What follows belongs to an exercise in optimizing a design on an open flow for small area, a short achievable clock period and few clock cycles per item; a production flow would make more cautious choices.
Only simulation tests tie the RTL to the original design; equivalence was not proved.
The clock port is modelled as an ideal driver; clocking choices that lean on that would not hold on a real chip.

Setup of wip/onyx:
Design pp_accumulator, start of the top module:
module pp_accumulator #(
   parameter int N = pp_pkg::N_DEF,
   parameter int K = pp_pkg::K_DEF
) (
   input  logic           clk,
   input  logic           rst,
   input  logic           in_valid,
   output logic           in_ready,
   input  logic [N*2*N-1:0] in_pp,
   output logic           out_valid,
   input  logic           out_ready,
   output logic [2*N-1:0] out_product
);
   logic s1;
   logic c2;
   logic s3;
   logic c4;
   logic s5;
   logic c6;
   logic s7;
   logic c8;
   logic s9;
   logic c10;
   logic s11;
   logic c12;
   logic s13;
   logic c14;
   logic s15;
   logic c16;
   logic s17;
   logic c18;
   logic s19;
   logic c20;
   logic s21;
   logic c22;
   logic s23;
   logic c24;
   logic s25;
   logic c26;
   logic s27;
   logic c28;
   logic s29;
   logic c30;
   logic s31;
   logic c32;
   logic s33;
   logic c34;
   logic s35;
   logic c36;
   logic s37;
   logic c38;
   logic s39;
   logic c40;
   logic s41;
   logic c42;
   logic s43;
   logic c44;
   logic s45;
   logic c46;
   logic s47;
   logic c48;
   logic s49;
   logic c50;
   logic s51;
   logic c52;
   logic s53;
   logic c54;
   logic s55;
   logic c56;
   logic s57;
   logic c58;
   logic s59;
   logic c60;
   logic s61;
   logic c62;
   logic s63;
   logic c64;
   logic s65;
   logic c66;
   logic s67;
   logic c68;
   logic s69;
   logic c70;
   logic s71;
   logic c72;
   logic s73;
   logic c74;
   logic s75;
   logic c76;
   logic s77;
   logic c78;
   logic s79;
   logic c80;
   logic s81;
   logic c82;
   logic s83;
   logic c84;
   logic s85;
   logic c86;
   logic s87;
   logic c88;
   logic s89;
   logic c90;
   logic s91;
   logic c92;
   logic s93;
   logic c94;
   logic s95;
   logic c96;
   logic s97;
   logic c98;
   logic s99;
   logic c100;
   logic s101;
   logic c102;
   logic s103;
   logic c104;
   logic s105;
   logic c106;
   logic s107;
   logic c108;
   logic s109;
   logic c110;
   logic s111;
   logic c112;
   logic s113;
   logic c114;
  ...
clock: 5.0 ns
lec_check: 0
cap_margin: 20
core_margin: 2
core_utilization: 65
cts_buf_list: sky130_fd_sc_hd__clkbuf_8
place_density: 0.8
slew_margin: 20
standard.sh (not shown) runs the stock make flow with config.mk's settings and CLKGATE_MAP_FILE= SYNTH_SCRIPT=/design/flow/synth_recipe.tcl, a recipe that flattens the netlist after the stock synthesis.
==> flow/flow/run.sh <==
#!/bin/bash
# Own layout flow: the standard ORFS flow with these changes.
#  - Yosys's generic synth skips its early "abc -fast" pass (SYNTH_ARGS=-noabc) so the
#    3:2 counters of the adder tree reach extract_fa as written and map to full-adder
#    cells without polarity inverters between them. Registers are unchanged.
#  - Ports are buffered with sky130_fd_sc_hd__buf_1 instead of the default delay buffer.
#  - After clock tree synthesis, flow/skew.tcl delays the clock of the last stage's
#    registers (useful skew for the register-to-register paths into them).
# Each tool's full output is in flow_make.log and in ORFS's logs under orfs/logs/.
set -euo pipefail
here=$(pwd)
bash standard.sh SYNTH_ARGS=-noabc "BUFFER_PORTS_ARGS=-buffer_cell sky130_fd_sc_hd__buf_1" \
  "POST_CTS_TCL=$here/flow/skew.tcl" "SKEW_BUFS=sky130_fd_sc_hd__clkdlybuf4s50_1 sky130_fd_sc_hd__clkdlybuf4s25_1 sky130_fd_sc_hd__clkbuf_8" "SKEW_MIN_BIT=4" \
  finish > flow_make.log 2>&1
==> flow/flow/skew.tcl <==
# Sourced by ORFS's cts.tcl after clock tree synthesis (POST_CTS_TCL).
# Useful skew for the register-to-register paths of the last pipeline stage:
# the output register (out_product) and the skid register behind it get their
# clock later than the rest of the design, through SKEW_BUFS clock buffers in
# series in front of their clock pins on each clock-tree leaf net that reaches
# them. Bits below SKEW_MIN_BIT are left alone: their adder paths are short
# and would only need hold buffers. The output register's paths to the
# outputs get correspondingly less slack.
set skew_cells $::env(SKEW_BUFS)
set min_bit $::env(SKEW_MIN_BIT)
set groups [dict create]
foreach c [concat [get_cells out_product*] [get_cells -quiet skid*]] {
  if {![regexp {\[([0-9]+)\]} [get_full_name $c] -> bit] || $bit < $min_bit} { continue }
  set pin [get_pins -of_objects $c -filter "lib_pin_name==CLK"]
  set net [get_nets -of_objects $pin]
  dict lappend groups [get_full_name $net] $pin
}
set k 0
dict for {n pins} $groups {
  set net [get_nets $n]
  foreach cell $skew_cells {
    set newnet "skew_net_$k"
    insert_buffer -buffer_cell $cell -net $net -load_pins $pins -buffer_name "skew_buf_$k" -net_name $newnet
    set net [get_nets $newnet]
    incr k
  }
}
puts "skew: inserted $k clock buffers on [dict size $groups] leaf nets"
detailed_placement
check_placement -verbose
estimate_parasitics -placement
report_clock_skew
report_checks -path_delay max -group_path_count 1
Testbench counts of wip/onyx, summed over its fixed seeds: cycles 1,616, items 1,600.
Here is what was changed in the inputs of wip/xenon compared with wip/onyx.
- an added HOLD_SLACK_MARGIN of 0.1
- a deleted CTS_BUF_LIST that had been sky130_fd_sc_hd__clkbuf_8
- a change of PLACE_DENSITY from 0.8 to 0.7
- a change of CORE_UTILIZATION from 65 to 50
Findings:
- wip/xenon ends up with lower sequential share of cell area than wip/onyx does.
- Global-route usage in wip/xenon vs wip/onyx: down 8.9 points
- wip/xenon has via count below what wip/onyx had.
- | wire length of the first global-routing pass | wip/xenon vs wip/onyx | 4.6% lower |
- In wip/xenon, the design area came out about 1.2% above the value in wip/onyx.
Relative to wip/xenon, the following input files were edited for wip/willow:
- PLACE_DENSITY changed from 0.7 to 0.75
- HOLD_SLACK_MARGIN removed (was 0.1)
- CORE_UTILIZATION changed from 50 to 60
diff --git a/flow/flow/run.sh b/flow/flow/run.sh
--- a/flow/flow/run.sh
+++ b/flow/flow/run.sh
@@ -11,4 +11,4 @@
 here=$(pwd)
 bash standard.sh SYNTH_ARGS=-noabc "BUFFER_PORTS_ARGS=-buffer_cell sky130_fd_sc_hd__buf_1" \
-  "POST_CTS_TCL=$here/flow/skew.tcl" "SKEW_BUFS=sky130_fd_sc_hd__clkdlybuf4s50_1 sky130_fd_sc_hd__clkdlybuf4s25_1 sky130_fd_sc_hd__clkbuf_8" "SKEW_MIN_BIT=4" \
+  "POST_CTS_TCL=$here/flow/skew.tcl" "SKEW_BUFS=sky130_fd_sc_hd__clkdlybuf4s50_1 sky130_fd_sc_hd__clkbuf_2 sky130_fd_sc_hd__clkbuf_8" "SKEW_MIN_BIT=4" \
   finish > flow_make.log 2>&1
Findings:
- Between wip/xenon and wip/willow, cell count is higher for wip/xenon, wip/willow comes in under that.
- On remaining max-slew budget at the tightest pin, wip/xenon loses to wip/willow.
- wip/willow ended with less number of placement rows than wip/xenon.
- Diff wip/xenon -> wip/willow: initial core utilization increased by 11 points relative to the old numbers, via count saw an increase, design area dropped about 1%.
- wip/willow ends up with a post-synthesis to final-layout area growth that is 1.3 points lower than in wip/xenon.
Modified inputs, wip/tundra compared to wip/willow
- an added SETUP_SLACK_MARGIN of 2.2
diff --git a/flow/flow/run.sh b/flow/flow/run.sh
--- a/flow/flow/run.sh
+++ b/flow/flow/run.sh
@@ -11,4 +11,4 @@
 here=$(pwd)
 bash standard.sh SYNTH_ARGS=-noabc "BUFFER_PORTS_ARGS=-buffer_cell sky130_fd_sc_hd__buf_1" \
-  "POST_CTS_TCL=$here/flow/skew.tcl" "SKEW_BUFS=sky130_fd_sc_hd__clkdlybuf4s50_1 sky130_fd_sc_hd__clkbuf_2 sky130_fd_sc_hd__clkbuf_8" "SKEW_MIN_BIT=4" \
+  "POST_CTS_TCL=$here/flow/skew.tcl" "SKEW_BUFS=sky130_fd_sc_hd__clkdlybuf4s50_1 sky130_fd_sc_hd__clkdlybuf4s25_1 sky130_fd_sc_hd__clkbuf_8" "SKEW_MIN_BIT=4" \
   finish > flow_make.log 2>&1
Comparing wip/tundra and wip/willow, the lower smallest hold slack was measured on wip/tundra. Looking at post-placement worst setup slack, wip/tundra sits 87 ps higher than wip/willow does. The detailed-route wire length of wip/tundra exceeds that of wip/willow by 1.2 mm. Between wip/tundra and wip/willow, area growth from synthesis to layout is higher for wip/tundra, wip/willow comes in under that. Worst path arrival time in wip/tundra vs wip/willow: down 2060 ps.

-- what the ideal ports hide --
The results above use ideal ports. As a check the final layouts listed here were re-extracted and re-timed, cells and wires unchanged.
Step 1, drivers: a clkbuf_16 drives clk and a buf_2 each remaining input, both assumed.
Step 2, shift: input delay + t, output delay - t, t = (earliest + latest rising clock arrival at the registers) / 2. This alone moves slack from input paths to output paths.
a / b / c = ideal ports / drivers / drivers and shift; a / b = the first two.
| run | t (ns) | setup slack, ns | hold slack, ns | clock arrival spread, ns | pins driven straight from the clock port |
|---|---|---|---|---|---|
| wip/onyx | 0.944 | 1.872 / 1.872 / 1.205 | 0.020 / 0.020 / 0.020 | 0.937 / 0.937 | 1 |
| wip/xenon | 0.906 | 1.968 / 1.968 / 1.255 | 0.090 / 0.090 / 0.090 | 0.906 / 0.905 | 1 |
| wip/willow | 0.838 | 1.867 / 1.867 / 1.312 | 0.198 / 0.198 / 0.198 | 0.763 / 0.763 | 1 |
| wip/tundra | 0.954 | 2.063 / 2.015 / 1.222 | 0.066 / 0.066 / 0.066 | 0.991 / 0.992 | 1 |
Clock arrivals are far apart in every run listed, so t is only a midpoint there and step 2 fits no single register. The setup slack of wip/tundra, which loses most, moves by -0.048 ns with the drivers and by -0.841 ns with both steps.
